Context: an optimization exercise on an open-source flow, tuned for small area and a short achievable clock period. The choices shown serve that exercise and are no tape-out recipe. The RTL of this run was laid out without a check of its function. Power and IR drop assume default switching activity.

$ cat design/flow/config.mk
export PLATFORM = sky130hd
export DESIGN_NAME = pcSequencer
export DESIGN_NICKNAME = pcSequencer
export VERILOG_FILES = /design/flow/design.v
export SDC_FILE = /design/flow/constraint.sdc
export NUM_CORES = 4
export LEC_CHECK = 0
export CAP_MARGIN = 20
export CORE_MARGIN = 2
export CORE_UTILIZATION = 40
export SLEW_MARGIN = 20
$ cat design/flow/constraint.sdc
create_clock -name core_clock -period 3.6 [get_ports {clk}]
set_input_delay 0.7200 -clock core_clock [delete_from_list [all_inputs] [get_ports {clk}]]
set_output_delay 0.7200 -clock core_clock [all_outputs]
set_load 0.01 [all_outputs]
$ cat design/flow/design.v
package pcSequencerPkg;
	typedef logic [31:0] addrT;
	typedef logic [31:0] wordT;
	typedef logic [4:0] regIdxT;
	typedef logic [23:0] labelT;
	typedef enum logic [2:0] {
		brNone  = 3'b000,
		brReg   = 3'b001,
		brLabel = 3'b010,
		brTest  = 3'b100
	} branchTypeT;
	typedef logic [2:0] funcCodeT;
	localparam funcCodeT fnB    = 3'b000;
	localparam funcCodeT fnBl   = 3'b001;
	localparam funcCodeT fnBcy  = 3'b010;
	localparam funcCodeT fnBcny = 3'b011;
	localparam funcCodeT fnBltz = 3'b000;
	localparam funcCodeT fnBz   = 3'b001;
	localparam funcCodeT fnBnz  = 3'b010;
endpackage
`timescale 1ns/100ps
module branchDecode (
	input  logic                  clk,
	input  logic                  rst,
	input  logic                  instrValid,
	input  pcSequencerPkg::wordT  instr,
	output logic                  decValid,
	output logic                  decIsReg,    
	output logic                  decLblAlw,   
	output logic                  decLblCy,    
	output logic                  decLblNcy,   
	output logic                  decLink,     
	output logic                  decTLtz,     
	output logic                  decTZ,       
	output logic                  decTNz,      
	output logic [31:0]           decSel,      
	output pcSequencerPkg::labelT decLabel
);
	logic isReg, isLbl, isTst;
	logic [2:0] fn;
	assign isReg = (instr[31:29] == 3'b001);
	assign isLbl = (instr[31:29] == 3'b010);
	assign isTst = (instr[31:29] == 3'b100);
	assign fn    = instr[28:26];
	always_ff @(posedge clk) begin
		if (rst) begin
			decValid <= 1'b0;
		end else begin
			decValid <= instrValid;
		end
	end
	always_ff @(posedge clk) begin
		decIsReg  <= isReg;
		decLblAlw <= isLbl & (fn[2:1] == 2'b00);
		decLblCy  <= isLbl & (fn == 3'd2);
		decLblNcy <= isLbl & (fn == 3'd3);
		decLink   <= isLbl & (fn == 3'd1);
		decTLtz   <= isTst & (fn == 3'd0);
		decTZ     <= isTst & (fn == 3'd1);
		decTNz    <= isTst & (fn == 3'd2);
		for (int j = 0; j < 32; j++) begin
			decSel[j] <= (instr[23:19] == 5'(j));
		end
		decLabel  <= isTst ? {5'd0, instr[18:0]} : instr[23:0];
	end
endmodule
`timescale 1ns/100ps
module operandFetch (
	input  logic                  clk,
	input  logic                  rst,
	input  logic                  decValid,
	input  logic                  decIsReg,
	input  logic                  decLblAlw,
	input  logic                  decLblCy,
	input  logic                  decLblNcy,
	input  logic                  decLink,
	input  logic                  decTLtz,
	input  logic                  decTZ,
	input  logic                  decTNz,
	input  logic [31:0]           decSel,
	input  pcSequencerPkg::labelT decLabel,
	output logic                  fetValid,
	output logic                  fetIsReg,
	output logic                  fetTakeLbl,  
	output logic                  fetLink,
	output logic                  fetTLtz,
	output logic                  fetTZ,
	output logic                  fetTNz,
	output pcSequencerPkg::labelT fetLabel,
	output pcSequencerPkg::wordT  fetRegData,
	input  logic                  aluValid,
	input  pcSequencerPkg::regIdxT aluDest,
	input  pcSequencerPkg::wordT  aluData,
	input  logic                  aluCarry,
	input  logic                  linkValid,
	input  pcSequencerPkg::wordT  linkData
);
	pcSequencerPkg::wordT regFile [0:32-1];
	logic carryFlag;
	pcSequencerPkg::wordT aluWord;
	pcSequencerPkg::wordT linkWord;
	logic [31:0] rowEn;
	assign aluWord  = rst ? '0 : aluData;
	assign linkWord = rst ? '0 : (linkValid ? linkData : aluData);
	always_comb begin
		for (int j = 0; j < 32; j++) begin
			rowEn[j] = rst | (aluValid & (aluDest == 5'(j))) | ((j == 31) & linkValid);
		end
	end
	always_ff @(posedge clk) begin
		for (int j = 0; j < 32; j++) begin
			if (rowEn[j]) begin
				regFile[j] <= (j == 31) ? linkWord : aluWord;
			end
		end
	end
	always_ff @(posedge clk) begin
		if (rst) begin
			carryFlag <= 1'b0;
		end else if (aluValid) begin
			carryFlag <= aluCarry;
		end
	end
	pcSequencerPkg::wordT readData;
	always_comb begin
		readData = '0;
		for (int j = 0; j < 32; j++) begin
			readData = readData | (regFile[j] & {32{decSel[j]}});
		end
	end
	always_ff @(posedge clk) begin
		if (rst) begin
			fetValid <= 1'b0;
		end else begin
			fetValid <= decValid;
		end
	end
	always_ff @(posedge clk) begin
		fetIsReg   <= decIsReg;
		fetTakeLbl <= decLblAlw | (decLblCy & carryFlag) | (decLblNcy & ~carryFlag);
		fetLink    <= decLink;
		fetTLtz    <= decTLtz;
		fetTZ      <= decTZ;
		fetTNz     <= decTNz;
		fetLabel   <= decLabel;
		fetRegData <= readData;
	end
endmodule
`timescale 1ns/100ps
module branchResolve (
	input  logic                  clk,
	input  logic                  rst,
	input  logic                  fetValid,
	input  logic                  fetIsReg,
	input  logic                  fetTakeLbl,
	input  logic                  fetLink,
	input  logic                  fetTLtz,
	input  logic                  fetTZ,
	input  logic                  fetTNz,
	input  pcSequencerPkg::labelT fetLabel,
	input  pcSequencerPkg::wordT  fetRegData,
	output logic                  nextPcValid,
	output pcSequencerPkg::addrT  nextPc,
	output logic                  branchTaken,
	output logic                  linkValid,
	output pcSequencerPkg::wordT  linkData
);
	pcSequencerPkg::addrT pcReg;
	pcSequencerPkg::addrT pcPlusOne;
	pcSequencerPkg::addrT target;
	logic isZero;
	logic takeBranch;
	assign pcPlusOne  = pcReg + 32'd1;
	assign isZero     = (fetRegData == '0);
	assign takeBranch = fetIsReg | fetTakeLbl | (fetTLtz & fetRegData[31]) |
	                    (fetTZ & isZero) | (fetTNz & ~isZero);
	assign target     = fetIsReg ? fetRegData : {8'd0, fetLabel};
	always_ff @(posedge clk) begin
		if (rst) begin
			pcReg       <= 32'd0;
			nextPcValid <= 1'b0;
			branchTaken <= 1'b0;
			linkValid   <= 1'b0;
		end else begin
			nextPcValid <= fetValid;
			branchTaken <= fetValid & takeBranch;
			linkValid   <= fetValid & fetLink;
			if (fetValid) begin
				pcReg <= takeBranch ? target : pcPlusOne;
			end
		end
	end
	always_ff @(posedge clk) begin
		linkData <= pcPlusOne;
	end
	assign nextPc = pcReg;
endmodule
`timescale 1ns/100ps
module pcSequencer (
	input  logic                   clk,
	input  logic                   rst,
	input  logic                   instrValid,
	input  pcSequencerPkg::wordT   instr,
	input  logic                   aluValid,
	input  pcSequencerPkg::regIdxT aluDest,
	input  pcSequencerPkg::wordT   aluData,
	input  logic                   aluCarry,
	output logic                   nextPcValid,
	output pcSequencerPkg::addrT   nextPc,
	output logic                   branchTaken
);
	logic linkValid;
	pcSequencerPkg::wordT linkData;
	logic decValid, decIsReg, decLblAlw, decLblCy, decLblNcy, decLink;
	logic decTLtz, decTZ, decTNz;
	logic [31:0] decSel;
	pcSequencerPkg::labelT decLabel;
	logic fetValid, fetIsReg, fetTakeLbl, fetLink, fetTLtz, fetTZ, fetTNz;
	pcSequencerPkg::labelT fetLabel;
	pcSequencerPkg::wordT fetRegData;
	branchDecode u_branchDecode (
		.clk(clk), .rst(rst), .instrValid(instrValid), .instr(instr),
		.decValid(decValid), .decIsReg(decIsReg), .decLblAlw(decLblAlw),
		.decLblCy(decLblCy), .decLblNcy(decLblNcy), .decLink(decLink),
		.decTLtz(decTLtz), .decTZ(decTZ), .decTNz(decTNz),
		.decSel(decSel), .decLabel(decLabel)
	);
	operandFetch u_operandFetch (
		.clk(clk), .rst(rst), .decValid(decValid), .decIsReg(decIsReg),
		.decLblAlw(decLblAlw), .decLblCy(decLblCy), .decLblNcy(decLblNcy),
		.decLink(decLink), .decTLtz(decTLtz), .decTZ(decTZ), .decTNz(decTNz),
		.decSel(decSel), .decLabel(decLabel),
		.fetValid(fetValid), .fetIsReg(fetIsReg), .fetTakeLbl(fetTakeLbl),
		.fetLink(fetLink), .fetTLtz(fetTLtz), .fetTZ(fetTZ), .fetTNz(fetTNz),
		.fetLabel(fetLabel), .fetRegData(fetRegData),
		.aluValid(aluValid), .aluDest(aluDest), .aluData(aluData), .aluCarry(aluCarry),
		.linkValid(linkValid), .linkData(linkData)
	);
	branchResolve u_branchResolve (
		.clk(clk), .rst(rst), .fetValid(fetValid), .fetIsReg(fetIsReg),
		.fetTakeLbl(fetTakeLbl), .fetLink(fetLink), .fetTLtz(fetTLtz),
		.fetTZ(fetTZ), .fetTNz(fetTNz), .fetLabel(fetLabel), .fetRegData(fetRegData),
		.nextPcValid(nextPcValid), .nextPc(nextPc), .branchTaken(branchTaken),
		.linkValid(linkValid), .linkData(linkData)
	);
endmodule
$ cat design/flow/run.sh
#!/bin/bash
# synth_recipe.tcl (not shown) runs the flow's synth.tcl, then flattens the netlist and writes it again
# the make line also repeats each setting of config.mk as NAME=value (left out here)
make -C /OpenROAD-flow-scripts/flow DESIGN_CONFIG=/design/flow/config.mk WORK_HOME=/design/flow/orfs CLKGATE_MAP_FILE= SYNTH_SCRIPT=/design/flow/synth_recipe.tcl finish
==> results.txt <==
## layout by cell type (no fill, tap or decap), types with 34 or more instances in the layout
cell type	count
dfxtp_2	34
a221oi_1	64
edfxtp_1	1024
nor2_1	101
nand3_1	76
clkbuf_16	121
dfxtp_1	161
clkdlybuf4s50_1	104
a22o_1	64
buf_4	96
mux2i_1	58
nand4_1	76
a22oi_1	390
## cell families (layout without fill, tap and decap cells)
logic type | Yosys count | count (layout) | synth area share, %
DFF | 1220 | 1220 | 79.76
AOI/OAI and AO/OA | 593 | 593 | 10.72
and+or+nand+nor | 467 | 467 | 6.179
buffers and inverters | 153 | 455 | 1.356
muxes | 58 | 58 | 1.335
xor gates and xnor gates | 30 | 30 | 0.6217
adders and majority gates | 1 | 1 | 0.02878
## routing by layer
metal	up-vias	track usage [%]	part of all wire (%)	wire length (um)
met5	-	0	0.018	26
met4	4	8.003	3.1	4405
met3	251	5.931	12	17390
met2	1796	39.33	46	64810
met1	13710	34.65	39	55530
li1	10750	-	-	-
## worst max-delay path: stages (launching register included)
cell and delay [ps]:
dfxtp_1 510, nand4_1 240, or4_4 640, nor4_1 600
xor2_1 270, a22oi_1 110, a211oi_2 270
## state kept, by name (all words and copies together), names as in the netlist, 24 cells and up
register / cells
u_operandFetch.fetLabel: 24
u_branchDecode.decSel: 32
u_operandFetch.regFile: 1024
u_branchResolve.linkData: 32
u_operandFetch.fetRegData: 32
u_branchDecode.decLabel: 24
u_branchResolve.pcReg: 32
## final cells by class
class	count	area share, %
Sequential cell	1220	67.99
Multi-Input combinational cell	1149	16.50
Clock buffer	152	6.277
Timing Repair Buffer	230	4.609
Tap cell	1403	3.437
Clock inverter	67	1.149
Inverter	6	0.04410
## worst paths after layout
check / start / endpoint / slack (ps)
min reg2reg: u_branchDecode.decIsReg / u_operandFetch.fetIsReg / 330
max reg2reg: u_branchResolve.pcReg[4] / u_branchResolve.pcReg[31] / 910
max: u_branchResolve.pcReg[4] / u_branchResolve.pcReg[31] / 910
min: u_branchDecode.decIsReg / u_operandFetch.fetIsReg / 330
## metrics by stage
step | setup slack [ps] | hold slack (ps) | instances | area [um2]
global route | 828.9 | 332.3 | 4227 | 51070
floorplan | 351.2 | 309.6 | 2522 | 43470
CTS | 939.2 | 326.1 | 4227 | 51070
detailed placement | 525.5 | 312.0 | 4008 | 47270
finish | 910.3 | 326.5 | 4227 | 51070
global placement | 533.2 | 312.9 | 4008 | 47270
## power groups by stage
| stage | Clock, mW | Combinational [mW] | Sequential (mW) |
|---|---|---|---|
| floorplan | 0 | 0.675 | 17.1 |
| global placement | 0 | 1.53 | 17.3 |
| detailed placement | 0 | 1.55 | 17.3 |
| CTS | 12.2 | 1.56 | 17.0 |
| global route | 12.8 | 1.65 | 17.1 |
| finish | 12.2 | 1.59 | 17.1 |
==> results.py <==
metrics = {
    "worst_setup_path": {
        "cp_data_required_time_ps": 4230,
        "crit_path_end_kind": "flop",
        "worstSetupPathType": "reg2reg",
        "worstSetupStartpointType": "flop",
        "cp_max_fo": 9,
        "arrival_ps": 3320,
        "reg2reg_depth": 6,
    },
    "grt": {
        "grt_usage_pct": 25.09,
        "grt_overflow": 0,
        "grt_pass1_vias": 25580,
        "grt_antenna_before_repair": 4,
        "grt_max_degree": 78,
        "grt_pass1_wl_mm": 197.0,
    },
    "yosys": {
        "yosys_warnings": 4,
        "synth.top_cell.area_share_pct": 70.73,
        "synth_edf_count": 1024,
        "ys_top_cells_by_area": "edfxtp_1 (71%), dfxtp_1 (9.0%), a22oi_1 (6.7%)",
        "seq_area_frac_synth_pct": 79.76,
        "syn_area_per_cell_um2": 17.24,
        "ys_seq_elements": 1220,
        "synth.top_cells.by_count": "edfxtp_1 (1024), a22oi_1 (390), dfxtp_1 (196), clkbuf_1 (123), nor2_1 (101)",
        "yosysMostFrequentCell": "edfxtp_1",
        "yosys.area.top_type": "edfxtp_1",
        "synthArstFlopShare_pct": 0,
        "ys.flop_type": "edfxtp_1",
        "syn_nets": 2597,
        "netlist_area_um2": 43470,
        "postSynthCellCount": 2522,
        "synth_cell_types": 59,
    },
    "pwr": {
        "p_total_mw": 30.80,
        "pwr-share-comb_pct": 5.2,
        "p_sw_share_pct": 22.34,
        "p_leak_nw": 17.01,
        "ir_drop_uv": 434.8,
        "p_switching_mw": 6.880,
        "powerDensity_nw_per_um2": 603.2,
        "power.share.clock_pct": 39.5,
        "intPower_mw": 23.92,
        "share_seq_of_total_power_pct": 55.4,
    },
    "cts": {
        "cts_setup_buffers": 0,
        "numCtsBuffers": 118,
        "cts_hold_buf": 0,
        "insertion_delay_ps": 710,
        "tritoncts": "done",
        "cts-htree-levels": 3,
        "ctsResizeCount": 0,
        "cts_sinks": 1220,
        "cts_max_path_buffers": 3,
        "clkSlewWorstSetupHoldPaths_ps": 60,
        "cts-root-buf": "clkbuf_16",
    },
    "finish": {
        "fillers": 8943,
        "area_delta_synth_final_pct": 17.47,
        "multi_input_area_um2": 8424,
        "num_antenna_cells": 0,
        "register_area_um2": 34720,
        "final_nets": 2800,
        "drive_gt1_share_pct": 14.16,
        "post-route-util_pct": 47.50,
    },
    "sta": {
        "tightestPinTransition_ps": 1178,
        "setup_viol": 0,
        "slew_viol_final": 0,
        "fmax_mhz": 371.8,
        "slew_headroom_pct": 21.50,
        "setup_tns_ps": 0,
        "hold_viol_final": 0,
        "final.min_clock_period_ps": 2690,
        "skew_ps": 40.90,
        "grt_setup_unrepaired": "false",
        "fin_crit_sh_pct": 74.71,
    },
    "placement": {
        "io_buffers": 105,
        "gp_congestion": 0.8304,
        "place_hpwl_mm": 78.72,
    },
    "status": {
        "status": "finished clean",
    },
    "floorplan": {
        "core_um2": 107500,
        "die_h_um": 333.7,
        "row_count": 120,
        "initial_utilization_pct": 40.44,
        "dieArea_um2": 111300,
        "io_pins": 108,
        "die_x_um": 333.7,
    },
    "route": {
        "detail_route.wl_per_cell_um": 33.63,
        "final_antenna_net_count": 0,
        "dr.pass1.iters": 5,
        "num_vias": 26510,
        "via_per_inst": 6.273,
        "drt-initial-drc-count": 4242,
        "routed_wirelength_mm": 142.2,
        "drc": 0,
    },
    "hold_path": {
        "worstHoldPathType": "reg2reg",
        "hold_path_depth": 0,
    },
    "job": {
        "maxCapViolCount": 0,
    },
}

==> port drivers added, routing unchanged <==
The flow's constraints put no driver on any port. The routed layout listed below was extracted and timed again, unchanged, in two steps. Step 1 assumes that a clkbuf_16 drives the clock port and a buf_2 every other input. Step 2 moves the port delays by t, midway between the first and last clock arrival at a register: inputs arrive t later, outputs are due t later. That takes back most of the time a late clock gives input paths. Three values: ideal, step 1, step 2; two values: the first two.
shift t [ns]: 0.755
setup slack, ns: 0.910 / 0.910 / 0.487
latest minus earliest clock arrival (ns): 0.047 / 0.048
After both steps this run still meets setup and hold. For this run, drivers alone change the setup slack by 0.000 ns; drivers and shift together by -0.423 ns.
